This is an optimization exercise on Yosys and OpenROAD, whose aim is small area, a short achievable clock period and few clock cycles per item, not a production implementation. Where RTL was checked, it was by simulation tests only, not by an equivalence proof against the original. Only the layout flow was run in run 4; the RTL was not checked for function there. No activity file was given, so power comes from the tool's default toggle rates.

$ cat design/flow/config.mk
export PLATFORM = sky130hd
export DESIGN_NAME = systolic_top
export DESIGN_NICKNAME = systolic_top
export VERILOG_FILES = /design/flow/design.v
export SDC_FILE = /design/flow/constraint.sdc
export NUM_CORES = 4
export LEC_CHECK = 0
export CAP_MARGIN = 20
export CORE_MARGIN = 2
export CORE_UTILIZATION = 40
export CTS_BUF_LIST = sky130_fd_sc_hd__clkbuf_8
export CTS_CLUSTER_DIAMETER = 100
export CTS_CLUSTER_SIZE = 30
export SETUP_SLACK_MARGIN = 2.6
export SLEW_MARGIN = 20
$ cat design/flow/constraint.sdc
create_clock -name core_clock -period 5.0 [get_ports {clk}]
set_input_delay 1.0000 -clock core_clock [delete_from_list [all_inputs] [get_ports {clk}]]
set_output_delay 1.0000 -clock core_clock [all_outputs]
set_load 0.01 [all_outputs]
$ cat design/flow/design.v
`timescale 1ns/1ps
`default_nettype none
package systolic_pkg;
	localparam int DATA_W = 8;
	localparam int N_ROWS = 3;
	localparam int N_COLS = 4;
	localparam int N_OBLI = N_ROWS + N_COLS - 1;
endpackage
`default_nettype wire
`timescale 1ns/1ps
`default_nettype none
module booth_cs (
	input wire logic [3:0] one,
	input wire logic [3:0] two,
	input wire logic [3:0] neg,
	input wire logic [7:0] o,
	output logic [7:0] s,
	output logic [7:0] c,
	output logic [1:0] e
);
	wire p0_0, p0_1, p0_2, p0_3, p0_4, p0_5, p0_6, p0_7, p1_0, p1_1, p1_2, p1_3, p1_4, p1_5, p2_0, p2_1, p2_2, p2_3, p3_0, p3_1;
	wire t1, t2, t3, t4, t5, t6, t7, t8, t9, t10, t11, t12, t13, t14, t15, t16, t17, t18, t19, t20, t21, t22, t23, t24, t25, t26, t27;
	assign p0_0 = ((one[0] & o[0]) | 1'b0) ^ neg[0];
	assign p0_1 = ((one[0] & o[1]) | (two[0] & o[0])) ^ neg[0];
	assign p0_2 = ((one[0] & o[2]) | (two[0] & o[1])) ^ neg[0];
	assign p0_3 = ((one[0] & o[3]) | (two[0] & o[2])) ^ neg[0];
	assign p0_4 = ((one[0] & o[4]) | (two[0] & o[3])) ^ neg[0];
	assign p0_5 = ((one[0] & o[5]) | (two[0] & o[4])) ^ neg[0];
	assign p0_6 = ((one[0] & o[6]) | (two[0] & o[5])) ^ neg[0];
	assign p0_7 = ((one[0] & o[7]) | (two[0] & o[6])) ^ neg[0];
	assign p1_0 = ((one[1] & o[0]) | 1'b0) ^ neg[1];
	assign p1_1 = ((one[1] & o[1]) | (two[1] & o[0])) ^ neg[1];
	assign p1_2 = ((one[1] & o[2]) | (two[1] & o[1])) ^ neg[1];
	assign p1_3 = ((one[1] & o[3]) | (two[1] & o[2])) ^ neg[1];
	assign p1_4 = ((one[1] & o[4]) | (two[1] & o[3])) ^ neg[1];
	assign p1_5 = ((one[1] & o[5]) | (two[1] & o[4])) ^ neg[1];
	assign p2_0 = ((one[2] & o[0]) | 1'b0) ^ neg[2];
	assign p2_1 = ((one[2] & o[1]) | (two[2] & o[0])) ^ neg[2];
	assign p2_2 = ((one[2] & o[2]) | (two[2] & o[1])) ^ neg[2];
	assign p2_3 = ((one[2] & o[3]) | (two[2] & o[2])) ^ neg[2];
	assign p3_0 = ((one[3] & o[0]) | 1'b0) ^ neg[3];
	assign p3_1 = ((one[3] & o[1]) | (two[3] & o[0])) ^ neg[3];
	assign t1 = neg[0] ^ p0_0;
	assign t2 = neg[0] & p0_0;
	assign t3 = p0_1 ^ t2;
	assign t4 = p0_1 & t2;
	assign t5 = neg[1] ^ p0_2 ^ p1_0;
	assign t6 = (neg[1] & p0_2) | (neg[1] & p1_0) | (p0_2 & p1_0);
	assign t7 = t4 ^ t5;
	assign t8 = t4 & t5;
	assign t9 = p0_3 ^ p1_1 ^ t6;
	assign t10 = (p0_3 & p1_1) | (p0_3 & t6) | (p1_1 & t6);
	assign t11 = neg[2] ^ p0_4 ^ p1_2;
	assign t12 = (neg[2] & p0_4) | (neg[2] & p1_2) | (p0_4 & p1_2);
	assign t13 = p2_0 ^ t11;
	assign t14 = p2_0 & t11;
	assign t15 = p0_5 ^ p1_3 ^ p2_1;
	assign t16 = (p0_5 & p1_3) | (p0_5 & p2_1) | (p1_3 & p2_1);
	assign t17 = t12 ^ t15;
	assign t18 = t12 & t15;
	assign t19 = neg[3] ^ p0_6 ^ p1_4;
	assign t20 = (neg[3] & p0_6) | (neg[3] & p1_4) | (p0_6 & p1_4);
	assign t21 = p2_2 ^ p3_0 ^ t16;
	assign t22 = (p2_2 & p3_0) | (p2_2 & t16) | (p3_0 & t16);
	assign t23 = t19 ^ t18;
	assign t24 = t19 & t18;
	assign t25 = p0_7 ^ p1_5;
	assign t26 = p2_3 ^ p3_1;
	assign t27 = t25 ^ t26;
	assign s[0] = t1;
	assign c[0] = 1'b0;
	assign s[1] = t3;
	assign c[1] = 1'b0;
	assign s[2] = t7;
	assign c[2] = 1'b0;
	assign s[3] = t8;
	assign c[3] = t9;
	assign s[4] = t10;
	assign c[4] = t13;
	assign s[5] = t14;
	assign c[5] = t17;
	assign s[6] = t21;
	assign c[6] = t23;
	assign s[7] = t27;
	assign c[7] = t20;
	assign e[0] = t22;
	assign e[1] = t24;
endmodule
module add4_cs (
	input wire logic [7:0] a_s,
	input wire logic [7:0] a_c,
	input wire logic [7:0] b_s,
	input wire logic [7:0] b_c,
	output logic [7:0] s,
	output logic [7:0] c
);
	wire t1, t2, t3, t4, t5, t6, t7, t8, t9, t10, t11, t12, t13, t14, t15, t16, t17, t18, t19, t20, t21, t22, t23, t24, t25, t26, t27, t28, t29, t30;
	assign t1 = a_s[0] ^ a_c[0] ^ b_s[0];
	assign t2 = (a_s[0] & a_c[0]) | (a_s[0] & b_s[0]) | (a_c[0] & b_s[0]);
	assign t3 = a_s[1] ^ a_c[1] ^ b_s[1];
	assign t4 = (a_s[1] & a_c[1]) | (a_s[1] & b_s[1]) | (a_c[1] & b_s[1]);
	assign t5 = b_c[1] ^ t2;
	assign t6 = b_c[1] & t2;
	assign t7 = a_s[2] ^ a_c[2] ^ b_s[2];
	assign t8 = (a_s[2] & a_c[2]) | (a_s[2] & b_s[2]) | (a_c[2] & b_s[2]);
	assign t9 = b_c[2] ^ t4 ^ t7;
	assign t10 = (b_c[2] & t4) | (b_c[2] & t7) | (t4 & t7);
	assign t11 = a_s[3] ^ a_c[3] ^ b_s[3];
	assign t12 = (a_s[3] & a_c[3]) | (a_s[3] & b_s[3]) | (a_c[3] & b_s[3]);
	assign t13 = b_c[3] ^ t8 ^ t11;
	assign t14 = (b_c[3] & t8) | (b_c[3] & t11) | (t8 & t11);
	assign t15 = a_s[4] ^ a_c[4] ^ b_s[4];
	assign t16 = (a_s[4] & a_c[4]) | (a_s[4] & b_s[4]) | (a_c[4] & b_s[4]);
	assign t17 = b_c[4] ^ t12 ^ t15;
	assign t18 = (b_c[4] & t12) | (b_c[4] & t15) | (t12 & t15);
	assign t19 = a_s[5] ^ a_c[5] ^ b_s[5];
	assign t20 = (a_s[5] & a_c[5]) | (a_s[5] & b_s[5]) | (a_c[5] & b_s[5]);
	assign t21 = b_c[5] ^ t16 ^ t19;
	assign t22 = (b_c[5] & t16) | (b_c[5] & t19) | (t16 & t19);
	assign t23 = a_s[6] ^ a_c[6] ^ b_s[6];
	assign t24 = (a_s[6] & a_c[6]) | (a_s[6] & b_s[6]) | (a_c[6] & b_s[6]);
	assign t25 = b_c[6] ^ t20 ^ t23;
	assign t26 = (b_c[6] & t20) | (b_c[6] & t23) | (t20 & t23);
	assign t27 = a_s[7] ^ a_c[7] ^ b_s[7];
	assign t28 = (a_s[7] & a_c[7]) | (a_s[7] & b_s[7]) | (a_c[7] & b_s[7]);
	assign t29 = b_c[7] ^ t24 ^ t27;
	assign t30 = (b_c[7] & t24) | (b_c[7] & t27) | (t24 & t27);
	assign s[0] = b_c[0];
	assign c[0] = t1;
	assign s[1] = t3;
	assign c[1] = t5;
	assign s[2] = t6;
	assign c[2] = t9;
	assign s[3] = t10;
	assign c[3] = t13;
	assign s[4] = t14;
	assign c[4] = t17;
	assign s[5] = t18;
	assign c[5] = t21;
	assign s[6] = t22;
	assign c[6] = t25;
	assign s[7] = t26;
	assign c[7] = t29;
endmodule
`default_nettype wire
`timescale 1ns/1ps
`default_nettype none
module systolic_top (
	input wire logic clk,
	input wire logic rst,
	input wire logic [23:0] horz_data,
	input wire logic [2:0] horz_we,
	output logic [2:0] horz_wrdy,
	input wire logic [47:0] obli_data,
	input wire logic [5:0] obli_we,
	output logic [5:0] obli_wrdy,
	output logic [7:0] dout,
	output logic dout_en
);
	logic [7:0] hl [3];
	logic [2:0] hl_e;
	logic [7:0] ol [6];
	logic [5:0] ol_e;
	logic [7:0] hw [3];
	logic [2:0] hw_v;
	logic [3:0] c0;
	logic s0_v, s1_v;
	logic [3:0] s0_c, s1_c;
	logic [7:0] p_s [3];
	logic [7:0] p_c [3];
	logic [1:0] p_e [3];
	logic a_d, v2_d;
	logic [7:0] q0, q1;
	logic [7:0] o_op [3];
	logic [7:0] m_s [3];
	logic [7:0] m_c [3];
	logic [1:0] m_e [3];
	logic [7:0] t_q0, t_q1, t_y;
	logic av0, av1, av2;
	logic adv, go0;
	logic [2:0] fin, hw_ld;
	logic [5:0] o_use;
	logic [3:0] enc_one [3];
	logic [3:0] enc_two [3];
	logic [3:0] enc_neg [3];
	assign s0_c = {c0[0], c0[3:1]};
	always_comb begin
		for (int r = 0; r < 3; r++) begin
			o_op[r] = '0;
		end
		av0 = 1'b0;
		av1 = 1'b0;
		av2 = 1'b0;
		for (int c = 0; c < 4; c++) begin
			o_op[0] = o_op[0] | ({8{c0[c]}} & ol[c]);
			o_op[1] = o_op[1] | ({8{s0_c[c]}} & ol[c + 1]);
			o_op[2] = o_op[2] | ({8{s1_c[c]}} & ol[c + 2]);
			av0 = av0 | (c0[c] & ~ol_e[c]);
			av1 = av1 | (s0_c[c] & ~ol_e[c + 1]);
			av2 = av2 | (s1_c[c] & ~ol_e[c + 2]);
		end
		av0 = av0 & hw_v[0];
		av1 = av1 & hw_v[1];
		av2 = av2 & hw_v[2];
		adv = ~(~c0[0] & ~av0) & ~(s0_v & ~av1) & ~(s1_v & ~av2);
		go0 = adv & av0;
		o_use = '0;
		for (int c = 0; c < 4; c++) begin
			o_use[c] = o_use[c] | (go0 & c0[c]);
			o_use[c + 1] = o_use[c + 1] | (adv & s0_v & s0_c[c]);
			o_use[c + 2] = o_use[c + 2] | (adv & s1_v & s1_c[c]);
		end
		fin[0] = go0 & c0[3];
		fin[1] = adv & s0_v & s0_c[3];
		fin[2] = adv & s1_v & s1_c[3];
		for (int r = 0; r < 3; r++) begin
			hw_ld[r] = ~hl_e[r] & (~hw_v[r] | fin[r]);
		end
	end
	assign t_q0 = p_s[0] + p_c[0];
	assign t_q1 = q0 + p_s[1] + p_c[1];
	assign t_y = q1 + p_s[2] + p_c[2];
	always_comb begin
		for (int r = 0; r < 3; r++) begin
			for (int i = 0; i < 4; i++) begin
				logic b2, b1, b0;
				b2 = hw[r][2*i+1];
				b1 = hw[r][2*i];
				b0 = (i == 0) ? 1'b0 : hw[r][2*i-1];
				enc_one[r][i] = b1 ^ b0;
				enc_two[r][i] = (b2 & ~b1 & ~b0) | (~b2 & b1 & b0);
				enc_neg[r][i] = b2 & ~(b1 & b0);
			end
		end
	end
	always_ff @(posedge clk) begin
		if (!rst) begin
			hl_e <= '1;
			ol_e <= '1;
			hw_v <= '0;
			c0 <= 4'b0001;
			s0_v <= 1'b0;
			s1_v <= 1'b0;
			a_d <= 1'b0;
			v2_d <= 1'b0;
			dout_en <= 1'b0;
		end else begin
			hl_e <= (hl_e & ~horz_we) | hw_ld;
			ol_e <= (ol_e & ~obli_we) | o_use;
			hw_v <= hw_ld | (hw_v & ~fin);
			if (go0) c0 <= {c0[2:0], c0[3]};
			if (adv) begin
				s0_v <= go0;
				s1_v <= s0_v;
			end
			a_d <= adv;
			v2_d <= adv & s1_v;
			dout_en <= v2_d;
		end
	end
	always_ff @(posedge clk) begin
		for (int r = 0; r < 3; r++) begin
			if (horz_we[r]) hl[r] <= horz_data[8*r +: 8];
			if (hw_ld[r]) hw[r] <= hl[r];
			p_s[r] <= m_s[r];
			p_c[r] <= m_c[r];
			p_e[r] <= m_e[r];
		end
		for (int k = 0; k < 6; k++) begin
			if (obli_we[k]) ol[k] <= obli_data[8*k +: 8];
		end
		if (adv) begin
			s1_c <= s0_c;
		end
		if (a_d) begin
			q0 <= t_q0 ^ {^p_e[0], 7'd0};
			q1 <= t_q1 ^ {^p_e[1], 7'd0};
		end
		dout <= t_y ^ {^p_e[2], 7'd0};
	end
	for (genvar r = 0; r < 3; r++) begin : g_row
		booth_cs u_mul (
			.one(enc_one[r]),
			.two(enc_two[r]),
			.neg(enc_neg[r]),
			.o(o_op[r]),
			.s(m_s[r]),
			.c(m_c[r]),
			.e(m_e[r])
		);
	end
	assign horz_wrdy = hl_e;
	assign obli_wrdy = ol_e;
endmodule
`default_nettype wire
$ cat design/flow/flow/run.sh
#!/bin/bash
# Standard layout (the standard.sh: standard synthesis through finish),
# with one change: ports get a small plain buffer (buf_1/buf_2) rather than
# the delay buffer buffer_ports picks by default. Every input and output port
# is still buffered, and the resizer may still upsize these buffers.
set -euo pipefail
export BUFFER_PORTS_ARGS="-buffer_cell sky130_fd_sc_hd__buf_1"
bash standard.sh finish > standard_sh.log 2>&1
$ cat design/flow/standard.sh
#!/bin/bash
# synth_recipe.tcl (not shown) runs the flow's synth.tcl, then flattens the netlist and writes it again
# the make line also repeats each setting of config.mk as NAME=value (left out here)
make -C /OpenROAD-flow-scripts/flow DESIGN_CONFIG=/design/flow/config.mk WORK_HOME=/design/flow/orfs CLKGATE_MAP_FILE= SYNTH_SCRIPT=/design/flow/synth_recipe.tcl "${@:-finish}"
==> results of run 1 <==
layout by cell type (no fill, tap or decap), types with 12 or more instances in the layout:
master    count
buf_1       100
ha_1         42
dfxtp_1      70
nand2_1      55
o21ai_0      19
xnor2_1      60
a22o_1       12
nand3_1      14
a21oi_1      13
xor2_1       12
edfxtp_1    116
inv_1        23
fa_1         25
a22oi_1      38
nor2b_2      13
buf_4        41
a22oi_2      22
mux2i_1      13
clkbuf_8     17
where the power goes:
| part | internal [W] | total, W | switching (W) |
|---|---|---|---|
| clock | 0.000409 | 0.000988 | 0.000579 |
| combinational | 0.000792 | 0.00157 | 0.000778 |
| sequential | 0.00203 | 0.00219 | 0.000160 |
| total | 0.00323 | 0.00475 | 0.00152 |
layout make-up:
cell class,count,area (um2),share of cell area
Clock inverter,15,155,0.0147
Timing Repair Buffer,146,742,0.0702
Clock buffer,17,234,0.0221
Tap cell,280,350,0.0332
Multi-Input combinational cell,442,4010,0.380
Inverter,24,92.6,0.00876
Sequential cell,190,4980,0.471
logic make-up after synthesis:
group,count (synthesis),share of synthesized area
AO/OA/AOI/OAI,143,0.117
adder cells (fa/ha/maj),75,0.128
XOR/XNOR,74,0.0734
AND/OR/NAND/NOR,137,0.0794
multiplexers,13,0.0147
buffers and inverters,51,0.0249
flip-flops,190,0.562
timing repair:
item / CTS / global route
hold buffers: 0 / 0
pin swaps: 7 / 26
setup buffers: 21 / 25
endpoints found under the hold margin: 0 / 0
endpoints found under the setup margin: 39 / 29
resized for setup: 39 / 46
worst max-delay path, cell delays in order (launching register included):
cell	delay [ns]
dfxtp_4	0.36
buf_6	0.12
buf_4	0.13
a222oi_1	0.39
buf_4	0.22
nand2_1	0.07
a22o_1	0.26
fa_1	0.57
ha_4	0.21
state kept, by name, indices dropped and copies added (netlist names), 3 cells and up:
signal and cells:
c0 4, dout 8, hl 24, hl_e 3
hw 24, hw_v 3, ol 48, ol_e 6
p_c 15, p_e 6, p_s 24, q0 8
q1 8, s1_c 4
per-layer routing:
metal	part of all wire	GRT usage	wire (um)	vias up
met2	0.48	0.257	8730	150
met1	0.45	0.208	8250	2645
met3	0.046	0.0398	832	28
met5	0	0	0	-
met4	0.023	0.0551	412	0
li1	-	-	-	2754
path summary, 6_finish.rpt:
| check | start | cells past startpoint | end |
|---|---|---|---|
| min | hl[1][0] | 0 | hw[1][0] |
| min reg2reg | hl[1][0] | 0 | hw[1][0] |
| max reg2reg | c0[1] | 8 | p_c[0][6] |
| max | c0[1] | 8 | p_c[0][6] |
per-stage QoR:
step	hold WS (ns)	total power [W]	utilization	worst slack [ns]	instance area (um2)
finish	0.418	0.00475	0.486	2.57	10600
global route	0.420	0.00511	0.486	2.50	10600
CTS	0.423	0.00471	0.465	2.53	10100
detailed placement	0.398	0.00368	0.434	2.13	9430
global placement	0.391	0.00366	0.434	2.18	9430
floorplan	0.386	0.00333	-	2.65	8840
==> flow_summary.toml, run 1 <==
[timing]
finalMaxSlewViolations = 0
hold_violations = 0
setup_tns_ns = 0
period_minus_slack_ns = 2.43
period_share = 0.487
rsz0062_at_grt = "yes"
setup_viol = 0
slew_headroom = 0.459
skew_ns = 0.0144
tightest_slew_ns = 0.811
fmax_mhz = 411

[yosys]
synth_warnings = 24
synthArstFlopShare = 0
synth_cell_types = 50
postSynthCellCount = 683
netlist_top_cells_count = "edfxtp_1, dfxtp_1, nand2_1, xnor2_1, a22oi_1"
synth.area.top_cells = "edfxtp_1, dfxtp_1, ha_1"
netlist.area_leader.share = 0.394
synthFlopType = "edfxtp_1"
yosysTopAreaCell = "edfxtp_1"
synth.ff_latch_count = 190
synth-edff-count = 116
synth_seq_area_share = 0.562
synth_area_um2 = 8840
synth.avg_cell_area_um2 = 12.9
synth_nets = 841
yosysMostFrequentCell = "edfxtp_1"

[die]
start_util = 0.406
ios = 101
die_area_um2 = 23300
die_w_um = 153
dieHeight_um = 153
core-area_um2 = 21800
rows = 54

[setup_path]
start_kind = "register"
cp_data_arrival_time_ns = 2.80
reg2reg_slack_ns = 2.57
crit_fanout = 4
end_kind = "register"
crit_type = "register to register"
crit_required_ns = 5.36

[placement]
gp_congestion = 0.900
dp.cells = 1036
place_hpwl_um = 13500
numPortBuffers = 100

[finish]
fin_cells = 1114
synthToLayoutAreaGrowth_pct = 19.6
fillerInstances = 1938
final_nets = 979
drive_gt1_frac = 0.188
num_antenna_cells = 0

[clock_tree]
clock_path_buffers = 2
htree_levels = 4
clockRootBuffer = "clkbuf_8"
cts_buffers = 17
cts.sink_count = 190
clkLatencyLatePin_ns = 0.47
clkTransAtPathRegs_ns = 0.10
cts_tree = "built"

[global_route]
grt_pass1_vias = 5490
grt_overflow = 0
grt_max_degree = 25
grt_antenna_before_repair = 0
grtUsageTotal = 0.158
grt_first_pass_wirelength_um = 28700

[power_and_ir_drop]
power_density_nw_per_um2 = 450
ir_drop_mv = 0.166
p_leak_nw = 4.04

[route]
dr.pass1.iters = 5
drt-total-wl_um = 18200
vias = 5577
first_iter_violations = 384
via_per_inst = 5.01
drt_drc_violations_left = 0
ant_nets = 0
wl_per_cell_um = 16.4

[run_status]
status = "finished clean"

[worst_hold_path]
min_path_type = "register to register"

[job]
max-cap-violations = 0
Testbench counts, summed over its fixed seeds: cycles 3,917, sets 960.
==> run 2: changes to the inputs <==
--- a/design/flow/config.mk
+++ b/design/flow/config.mk
@@ -11,5 +11,6 @@
 export CTS_BUF_LIST = sky130_fd_sc_hd__clkbuf_8
 export CTS_CLUSTER_DIAMETER = 100
 export CTS_CLUSTER_SIZE = 30
-export SETUP_SLACK_MARGIN = 2.6
+export PLACE_DENSITY = 0.75
+export SETUP_SLACK_MARGIN = 2.5
 export SLEW_MARGIN = 20
==> run 2 against run 1 <==
Non-clock buffer count shrank 21. Via count increased by 1.6%. Sequential power barely moved. Global-route usage down 0.27 points. Die area unchanged. Final cell count decreased by 1.9%. Worst hold slack got worse by 0.0075 ns. Critical path depth increased by 3. Still clean on timing, DRC and antenna. Clock-buffer cell count stayed put. Utilization down 1.2 points. Fmax shrank 2.0%. Sequential share of layout area grew 1.1 points. Largest cell class unchanged.
==> flow_summary.toml, run 2 <==
[run_status]
status = "finished clean"

[route]
vias = 5667
dr.pass1.iters = 5
via_per_inst = 5.18
wl_per_cell_um = 16.6
ant_nets = 0
first_iter_violations = 499
drt-total-wl_um = 18200
drt_drc_violations_left = 0

[setup_path]
r2r-end = "hw[2][5]"
reg2reg_slack_ns = 2.52
cp_top_family = "compound AO/OA/AOI/OAI gates"
end_kind = "register"
worst-path-buf-inv = 4
crit_required_ns = 5.24
r2r_start = "s1_c[2]"
cp_slowest_cell = "o41ai_4"
crit_fanout = 8
cp_data_arrival_time_ns = 2.73
start_kind = "register"
ff2ff_path_depth = 11
path_cells = "clkbuf_2, buf_4, and2b_1, o41ai_4, a22oi_2, nand2_4, inv_4, and2_4, nand2_2, a21oi_4, buf_12"
cpPeakStageDelay_ns = 0.45
crit_type = "register to register"

[global_route]
grt_first_pass_wirelength_um = 28300
grt_overflow = 0
grt_pass1_vias = 5518
grt_antenna_before_repair = 0
grt_max_degree = 25
grtUsageTotal = 0.156

[timing]
hold_violations = 0
fin_ws_ns = 2.52
tightest_slew_ns = 0.847
period_share = 0.497
setup_tns_ns = 0
setup_viol = 0
slew_headroom = 0.435
fmax_mhz = 403
finalMaxSlewViolations = 0
rsz0062_at_grt = "yes"
skew_ns = 0.0156
period_minus_slack_ns = 2.48

[placement]
dpl_worst_slack_ns = 2.14
place_hpwl_um = 13400
numPortBuffers = 100
gp_congestion = 0.863

[die]
ios = 101
core-area_um2 = 21800
die_area_um2 = 23300
rows = 54
dieHeight_um = 153
die_w_um = 153
start_util = 0.406

[power_and_ir_drop]
power.share.switching = 0.314
pwr-share-comb = 0.320
ir_drop_mv = 0.211
clkPwrFrac = 0.216
p_seq_frac = 0.463
power_density_nw_per_um2 = 459
p_switching_w = 0.00149
p_int_w = 0.00324
p_leak_nw = 3.95

[clock_tree]
clock_path_buffers = 2
cts_buffers = 17
cts.sink_count = 190
clkTransAtPathRegs_ns = 0.10
cts_tree = "built"
hold_buffers = 0
htree_levels = 4
clkLatencyLatePin_ns = 0.48
clockRootBuffer = "clkbuf_8"

[finish]
final_nets = 958
drive_gt1_frac = 0.153
largest_register_ff_count = 48
multi_input_area_um2 = 3910
num_antenna_cells = 0
fin_util = 0.474
regMostFlops = "ol"
synthToLayoutAreaGrowth_pct = 16.7
layout_common_cells = "edfxtp_1, buf_1, dfxtp_1"
seq_area_um2 = 4970
final_common_cell = "edfxtp_1"
fillerInstances = 1894

[worst_hold_path]
hp-start = "p_s[0][1]"
min_to = "q0[1]"
min_path_type = "register to register"
min_path_cells = 0

[yosys]
netlist.area_leader.share = 0.394
synth.avg_cell_area_um2 = 12.9
netlist_top_cells_count = "edfxtp_1, dfxtp_1, nand2_1, xnor2_1, a22oi_1"
postSynthCellCount = 683
synth.area.top_cells = "edfxtp_1, dfxtp_1, ha_1"
synth-simple-area-share = 0.0794
muxShareOfSynthArea = 0.0147
yosysTopAreaCell = "edfxtp_1"
synth_cell_types = 50
synth_seq_area_share = 0.562
synth-xor-area-share = 0.0734
synth_area_um2 = 8840
synth.ff_latch_count = 190
synthFlopType = "edfxtp_1"
synth_warnings = 24
synth_nets = 841
yosysMostFrequentCell = "edfxtp_1"
synth_top_family_by_area = "adder cells"
synth-edff-count = 116
synth_compound_area_frac = 0.117
synthAdderAreaFrac = 0.128
synthArstFlopShare = 0

[job]
max-cap-violations = 0
-- run 2: logic make-up (layout without fill, tap and decap cells) --
logic type               count (synthesis)  count (layout)
AO/OA/AOI/OAI                          143             143
XOR/XNOR                                74              74
adder cells (fa/ha/maj)                 75              75
buffers and inverters                   51             181
flip-flops                             190             190
multiplexers                            13              13
AND/OR/NAND/NOR                        137             137
-- run 2: worst max-delay path by stage --
stage          startpoint  cells past startpoint  slack [ns]   endpoint
6_report          s1_c[2]                     11        2.52   hw[2][5]
5_1_grt           s1_c[2]                     11        2.46   hw[2][3]
4_1_cts             c0[2]                      8        2.47   hw[2][6]
3_5_place_dp        c0[1]                      8        2.14   hw[2][7]
3_3_place_gp        c0[0]                      5        2.24   hw[0][6]
2_1_floorplan    hw[0][1]                      9        2.65  p_c[0][6]
-- run 2: per-layer routing --
layer | vias to the layer above | track usage | routed length, um
li1 | 2722 | - | -
met5 | - | 0 | 0
met1 | 2706 | 0.193 | 7670
met2 | 204 | 0.258 | 8820
met3 | 35 | 0.0398 | 1220
met4 | 0 | 0.0688 | 490
-- run 2: timing repair --
item                                    CTS  global route
gates resized for setup                  25            44
pin swaps                                 1             9
buffers inserted                          9            16
endpoints found under the setup margin   33            34
-- run 2: worst register-to-register path, stage by stage, from the launching register on --
cell and delay [ns]:
edfxtp_1 0.42, clkbuf_2 0.19, buf_4 0.16, and2b_1 0.17, o41ai_4 0.45, a22oi_2 0.15
nand2_4 0.13, inv_4 0.06, and2_4 0.17, nand2_2 0.12, a21oi_4 0.08, buf_12 0.15
-- run 2: final cells by class --
class / count / share of cell area
Inverter: 24 / 0.00898
Sequential cell: 190 / 0.482
Timing Repair Buffer: 125 / 0.0559
Clock inverter: 15 / 0.0166
Multi-Input combinational cell: 442 / 0.379
Tap cell: 280 / 0.0340
Clock buffer: 17 / 0.0227
-- run 2: power groups by stage --
stage | registers (W) | logic, W | clock network (W)
3_5_place_dp | 0.00223 | 0.00145 | 0
5_1_grt | 0.00223 | 0.00173 | 0.00111
3_3_place_gp | 0.00222 | 0.00143 | 0
6_report | 0.00219 | 0.00152 | 0.00102
4_1_cts | 0.00220 | 0.00149 | 0.00105
2_1_floorplan | 0.00219 | 0.00114 | 0
-- run 2: through the flow --
step                std cells  hold WS [ns]  area (um2)  total power, W
global placement         1036         0.389        9430         0.00366
floorplan                 683         0.386        8840         0.00333
CTS                      1077         0.412       10000         0.00473
detailed placement       1036         0.390        9430         0.00369
finish                   1093         0.411       10300         0.00473
global route             1093         0.431       10300         0.00506
==> run 3: changes to the inputs <==
--- a/design/flow/config.mk
+++ b/design/flow/config.mk
@@ -11,6 +11,5 @@
 export CTS_BUF_LIST = sky130_fd_sc_hd__clkbuf_8
 export CTS_CLUSTER_DIAMETER = 100
 export CTS_CLUSTER_SIZE = 30
-export PLACE_DENSITY = 0.75
 export SETUP_SLACK_MARGIN = 2.5
 export SLEW_MARGIN = 20
==> run 3 against run 2 <==
Still clean. Sequential power hardly changed. Final cell count increased by 0.18%. Clock skew up 0.0029 ns. Die area is the same. Clock power shrank 3%. Utilization down 0.51 points. Flip-flop and latch count stayed put. Sequential share of layout area is 0.50 points higher. Register-to-register slack gained 0.06 ns. Critical endpoint is now p_c[2][6]. Highest routed layer unchanged.
==> flow_summary.toml, run 3 <==
[clock_tree]
htree_levels = 4
clock_path_buffers = 2
clkLatencyLatePin_ns = 0.48
clkTransAtPathRegs_ns = 0.10
cts_tree = "built"
hold_buffers = 0
cts.sink_count = 190
clockRootBuffer = "clkbuf_8"
cts_buffers = 17

[route]
drt-total-wl_um = 17800
vias = 5529
first_iter_violations = 365
ant_nets = 0
drt_drc_violations_left = 0
via_per_inst = 5.05
wl_per_cell_um = 16.2
dr.pass1.iters = 7

[power_and_ir_drop]
power.share.switching = 0.317
p_int_w = 0.00319
p_seq_frac = 0.470
p_switching_w = 0.00148
ir_drop_mv = 0.169
pwr-share-comb = 0.319
clkPwrFrac = 0.211
p_leak_nw = 3.93
power_density_nw_per_um2 = 457

[finish]
fin_util = 0.469
largest_register_ff_count = 48
regMostFlops = "ol"
drive_gt1_frac = 0.137
stdcell_area_um2 = 10200
layout_common_cells = "edfxtp_1, buf_1, dfxtp_1"
fin_cells = 1095
num_antenna_cells = 0
final_common_cell = "edfxtp_1"
fillerInstances = 1986
synthToLayoutAreaGrowth_pct = 15.4
final_nets = 960

[yosys]
synth.ff_latch_count = 190
synth_seq_area_share = 0.562
yosysMostFrequentCell = "edfxtp_1"
synthFlopType = "edfxtp_1"
synth-edff-count = 116
synth_nets = 841
synth_warnings = 24
netlist.area_leader.share = 0.394
synth.avg_cell_area_um2 = 12.9
netlist_top_cells_count = "edfxtp_1, dfxtp_1, nand2_1, xnor2_1, a22oi_1"
synth.area.top_cells = "edfxtp_1, dfxtp_1, ha_1"
synth_area_um2 = 8840
synth_cell_types = 50
postSynthCellCount = 683
yosysTopAreaCell = "edfxtp_1"
synthArstFlopShare = 0

[setup_path]
crit_fanout = 5
crit_required_ns = 5.36
worst-path-buf-inv = 2
ff2ff_path_depth = 9
cp_slowest_cell = "fa_1"
path_cells = "buf_4, a22oi_1, nand2_1, a22oi_2, xor2_1, fa_1, inv_1, ha_1, ha_1"
end_kind = "register"
worstSetupPathDepth = 9
cp_data_arrival_time_ns = 2.79
crit_top_cell = "ha_1"
crit_type = "register to register"
cpPeakStageDelay_ns = 0.51
cp_top_family = "adder cells"
start_kind = "register"

[global_route]
grt_first_pass_wirelength_um = 28100
grt_pass1_vias = 5383
grtUsageTotal = 0.155
grt_max_degree = 25
grt_overflow = 0
grt_antenna_before_repair = 0

[placement]
dp.cells = 1036
gp_congestion = 0.900
place_hpwl_um = 13500
placed_cell_area_um2 = 9430
numPortBuffers = 100

[timing]
setup_viol = 0
fmax_mhz = 413
tightest_slew_ns = 0.794
period_share = 0.484
skew_ns = 0.0185
period_minus_slack_ns = 2.42
finalMaxSlewViolations = 0
slew_headroom = 0.471
rsz0062_at_grt = "yes"
hold_violations = 0
setup_tns_ns = 0

[job]
max-cap-violations = 0

[die]
rows = 54
die_area_um2 = 23300
core-area_um2 = 21800
dieHeight_um = 153
die_w_um = 153
ios = 101
start_util = 0.406

[worst_hold_path]
min_path_type = "register to register"
min_path_cells = 0

[run_status]
status = "finished clean"
-- run 3: changes by cell type in the layout (fill, tap and decap cells not counted), moves of 3 or more --
cell / previous run / this run
a22oi_1: 39 / 47
a22oi_2: 21 / 13
buf_4: 22 / 26
inv_6: 7 / 3
nand3_4: 4 / 0
nand2_1: 54 / 57
nand2_2: 7 / 4
-- run 3: power groups by stage --
stage / Sequential [W] / Clock [W] / Combinational [W]
after global routing: 0.00222 / 0.00108 / 0.00172
final: 0.00219 / 0.000985 / 0.00149
after CTS: 0.00220 / 0.00101 / 0.00147
after global placement: 0.00224 / 0 / 0.00142
after detailed placement: 0.00224 / 0 / 0.00144
after floorplan: 0.00219 / 0 / 0.00114
-- run 3: final timing paths --
kind / from / to / slack (ns)
min: hl[1][0] / hw[1][0] / 0.42
min reg2reg: hl[1][0] / hw[1][0] / 0.42
max: s1_c[0] / p_c[2][6] / 2.58
max reg2reg: s1_c[0] / p_c[2][6] / 2.58
-- run 3: logic make-up after synthesis --
family | count (synthesis) | share of synthesized area
adder cells (fa/ha/maj) | 75 | 0.128
multiplexers | 13 | 0.0147
AO/OA/AOI/OAI | 143 | 0.117
AND/OR/NAND/NOR | 137 | 0.0794
flip-flops | 190 | 0.562
XOR/XNOR | 74 | 0.0734
buffers and inverters | 51 | 0.0249
-- run 3: routing by layer --
layer | global-route usage | vias to the layer above | wire length [um]
met3 | 0.0361 | 28 | 810
met2 | 0.249 | 153 | 8460
met1 | 0.204 | 2626 | 8080
met4 | 0.0644 | 0 | 428
met5 | 0 | - | 0
li1 | - | 2722 | -
-- run 3: metrics by stage --
stage	setup WS [ns]	hold WS (ns)	power [W]
after floorplan	2.65	0.386	0.00333
after global placement	2.18	0.391	0.00366
after detailed placement	2.13	0.398	0.00368
after CTS	2.50	0.423	0.00468
after global routing	2.44	0.430	0.00503
final	2.58	0.419	0.00467
-- run 3: cell type report --
class,instances,area (um2),share of cell area
timing repair buffer,127,582,0.0570
tap,280,350,0.0343
clock buffer,17,234,0.0229
inverter,24,92.6,0.00908
clock inverter,15,155,0.0152
sequential,190,4970,0.487
multi-input combinational,442,3810,0.374
-- run 3: worst reg2reg max path: stages (launching register included) --
cell and delay, ns:
edfxtp_1 0.43, buf_4 0.17, a22oi_1 0.24, nand2_1 0.20
a22oi_2 0.18, xor2_1 0.10, fa_1 0.51, inv_1 0.04
ha_1 0.17, ha_1 0.27
-- run 3: timing repair --
action	CTS	global route
endpoints found under the setup margin	35	19
pin swaps	1	4
buffers inserted	8	19
resized for setup	24	22
==> run 4: changes to the inputs <==
--- a/design/flow/design.v
+++ b/design/flow/design.v
@@ -183,7 +183,6 @@
 	logic [3:0] enc_one [3];
 	logic [3:0] enc_two [3];
 	logic [3:0] enc_neg [3];
-	assign s0_c = {c0[0], c0[3:1]};
 	always_comb begin
 		for (int r = 0; r < 3; r++) begin
 			o_op[r] = '0;
@@ -270,6 +269,7 @@
 			if (obli_we[k]) ol[k] <= obli_data[8*k +: 8];
 		end
 		if (adv) begin
+			s0_c <= c0;
 			s1_c <= s0_c;
 		end
 		if (a_d) begin
==> run 4 against run 3 <==
First-iteration DRC count rose by 4.7%. Synthesized cell count rose by 3.1%. Non-clock buffer count rose by 2. Register-to-register slack got worse by 0.09 ns. Routed wire length rose by 6.6%. Final area rose by 2.5%. Final cell count rose by 2.3%. Flip-flop and latch count rose by 4. Critical path type unchanged. Largest cell class unchanged. Highest routed layer unchanged.
==> flow_summary.toml, run 4 <==
[yosys]
synth.area.top_cells = "edfxtp_1, dfxtp_1, a22oi_1"
yosysTopAreaCell = "edfxtp_1"
synthArstFlopShare = 0
synth_cell_types = 52
synth_seq_area_share = 0.557
synth_area_um2 = 9140
netlist_top_cells_count = "edfxtp_1, a22oi_1, dfxtp_1"
synth_warnings = 24
synthFlopType = "edfxtp_1"
postSynthCellCount = 704
synth_nets = 862
netlist.area_leader.share = 0.394
synth.avg_cell_area_um2 = 13.0
yosysMostFrequentCell = "edfxtp_1"
synth-edff-count = 120
synth.ff_latch_count = 194

[setup_path]
end_kind = "register"
crit_fanout = 7
crit_type = "register to register"
cp_data_arrival_time_ns = 2.87
start_kind = "register"
ff2ff_path_depth = 8
cpPeakStageDelay_ns = 0.53
crit_required_ns = 5.35
path_cells = "a22oi_1, nand2_1, a22oi_1, xor2_1, fa_1, inv_1, ha_1, ha_1"
cp_slowest_cell = "edfxtp_1"

[route]
ant_nets = 0
via_per_inst = 5.02
dr.pass1.iters = 6
drt-total-wl_um = 19000
first_iter_violations = 382
wl_per_cell_um = 16.9
vias = 5620
drt_drc_violations_left = 0

[finish]
fin_cells = 1120
final_common_cell = "edfxtp_1"
fillerInstances = 2012
fin_util = 0.464
stdcell_area_um2 = 10500
final_nets = 980
synthToLayoutAreaGrowth_pct = 14.4
drive_gt1_frac = 0.141
layout_common_cells = "edfxtp_1, buf_1, dfxtp_1"
regMostFlops = "ol"
largest_register_ff_count = 48
num_antenna_cells = 0

[placement]
placed_cell_area_um2 = 9690
dp.cells = 1059
gp_congestion = 0.859
place_hpwl_um = 14600
numPortBuffers = 100

[timing]
period_minus_slack_ns = 2.51
skew_ns = 0.0197
setup_tns_ns = 0
fmax_mhz = 398
period_share = 0.503
tightest_slew_ns = 0.796
hold_violations = 0
setup_viol = 0
rsz0062_at_grt = "yes"
slew_headroom = 0.469
finalMaxSlewViolations = 0
hold_slack_ns = 0.412

[global_route]
grtUsageTotal = 0.162
grt_max_degree = 20
grt_antenna_before_repair = 0
grt_overflow = 0
grt_pass1_vias = 5600
grt_first_pass_wirelength_um = 29900

[power_and_ir_drop]
pwr-share-comb = 0.331
ir_drop_mv = 0.212
p_int_w = 0.00329
p_leak_nw = 3.92
p_seq_frac = 0.466
power_density_nw_per_um2 = 465
clkPwrFrac = 0.203
power.share.switching = 0.323
p_switching_w = 0.00157

[clock_tree]
clockRootBuffer = "clkbuf_8"
cts.sink_count = 194
htree_levels = 4
clkTransAtPathRegs_ns = 0.10
cts_buffers = 17
cts_tree = "built"
clkLatencyLatePin_ns = 0.47
clock_path_buffers = 2

[worst_hold_path]
min_path_type = "register to register"
min_path_cells = 0

[die]
die_w_um = 155
die_area_um2 = 24100
rows = 55
core-area_um2 = 22500
ios = 101
start_util = 0.406
dieHeight_um = 155

[run_status]
status = "finished clean"

[job]
max-cap-violations = 0
==> run 4: metal layers <==
layer,routed length (um),part of all wire,up-vias,global-route usage
li1,-,-,2821,-
met1,8930,0.47,2636,0.221
met2,8970,0.47,139,0.261
met3,721,0.038,24,0.0267
met4,330,0.017,0,0.0564
met5,0,0,-,0
==> run 4: kinds of logic (layout without fill, tap and decap cells) <==
family                   count (synthesis)  in the layout  share of synthesized area
XOR/XNOR                                74             74                     0.0709
buffers and inverters                   54            185                     0.0290
AO/OA/AOI/OAI                          175            175                      0.141
adder cells (fa/ha/maj)                 75             75                      0.124
AND/OR/NAND/NOR                        131            131                     0.0767
flip-flops                             194            194                      0.557
multiplexers                             1              1                    0.00110
==> run 4: repair_timing <==
action                                  in CTS  in global routing
endpoints found under the setup margin      33                 30
hold buffers                                 0                  0
pin swaps                                    0                  4
gates resized for setup                     12                 33
setup buffers                               14                 15
==> run 4: path summary, 6_finish.rpt <==
check | slack (ns) | startpoint | to
min | 0.41 | p_s[0][1] | q0[1]
max | 2.49 | s1_c[0] | p_c[2][6]
min reg2reg | 0.41 | p_s[0][1] | q0[1]
max reg2reg | 2.49 | s1_c[0] | p_c[2][6]
==> run 4: layout make-up <==
type,instances,area [um2],share of cell area
Tap cell,285,357,0.0341
Clock buffer,17,234,0.0224
Inverter,24,92.6,0.00886
Sequential cell,194,5090,0.487
Timing Repair Buffer,129,586,0.0560
Multi-Input combinational cell,456,3950,0.378
Clock inverter,15,146,0.0140
==> run 4: per-stage QoR <==
stage	setup slack [ns]	power (W)
floorplan	2.73	0.00349
global placement	2.28	0.00385
detailed placement	2.16	0.00388
CTS	2.47	0.00488
global route	2.39	0.00522
finish	2.49	0.00486
==> run 4: worst max-delay path, delay by kind of cell (launching register included) <==
kind,cells,cell delay [ns]
xor+xnor,1,0.12
buf+inv,1,0.04
fa+ha+maj,3,0.94
compound gates,2,0.57
simple gates,1,0.23
flops,1,0.53
==> run 4: power groups by stage <==
stage / registers [W] / logic (W) / clock network, W
floorplan: 0.00225 / 0.00123 / 0
global placement: 0.00231 / 0.00154 / 0
detailed placement: 0.00232 / 0.00156 / 0
CTS: 0.00227 / 0.00160 / 0.00101
global route: 0.00229 / 0.00185 / 0.00108
finish: 0.00226 / 0.00161 / 0.000987

==> port drivers added, routing unchanged <==
In the flow no input, the clock included, has a driving cell. The finished layouts below were timed again as built, in two steps. Step 1 assumes that a clkbuf_16 drives the clock port and a buf_2 every other input. Step 2 times the ports against the registers' clock, not the clock port: input delays grow and output delays shrink by t, the midpoint of the rising clock arrivals with the driver on. Slacks: no drivers / after step 1 / after step 2; pairs: no drivers / after step 1.
run | t (ns) | setup slack, ns | slew at the worst register clock pin (ns)
run 1 | 0.501 | 2.566 / 2.566 / 2.566 | 0.11 / 0.11
run 2 | 0.512 | 2.517 / 2.517 / 2.517 | 0.10 / 0.10
run 3 | 0.508 | 2.578 / 2.578 / 2.578 | 0.11 / 0.11
run 4 | 0.495 | 2.487 / 2.487 / 2.454 | 0.11 / 0.11
After both steps every run listed still meets setup and hold. For run 4, which loses most, drivers alone change the setup slack by 0.000 ns; drivers and shift together by -0.033 ns.
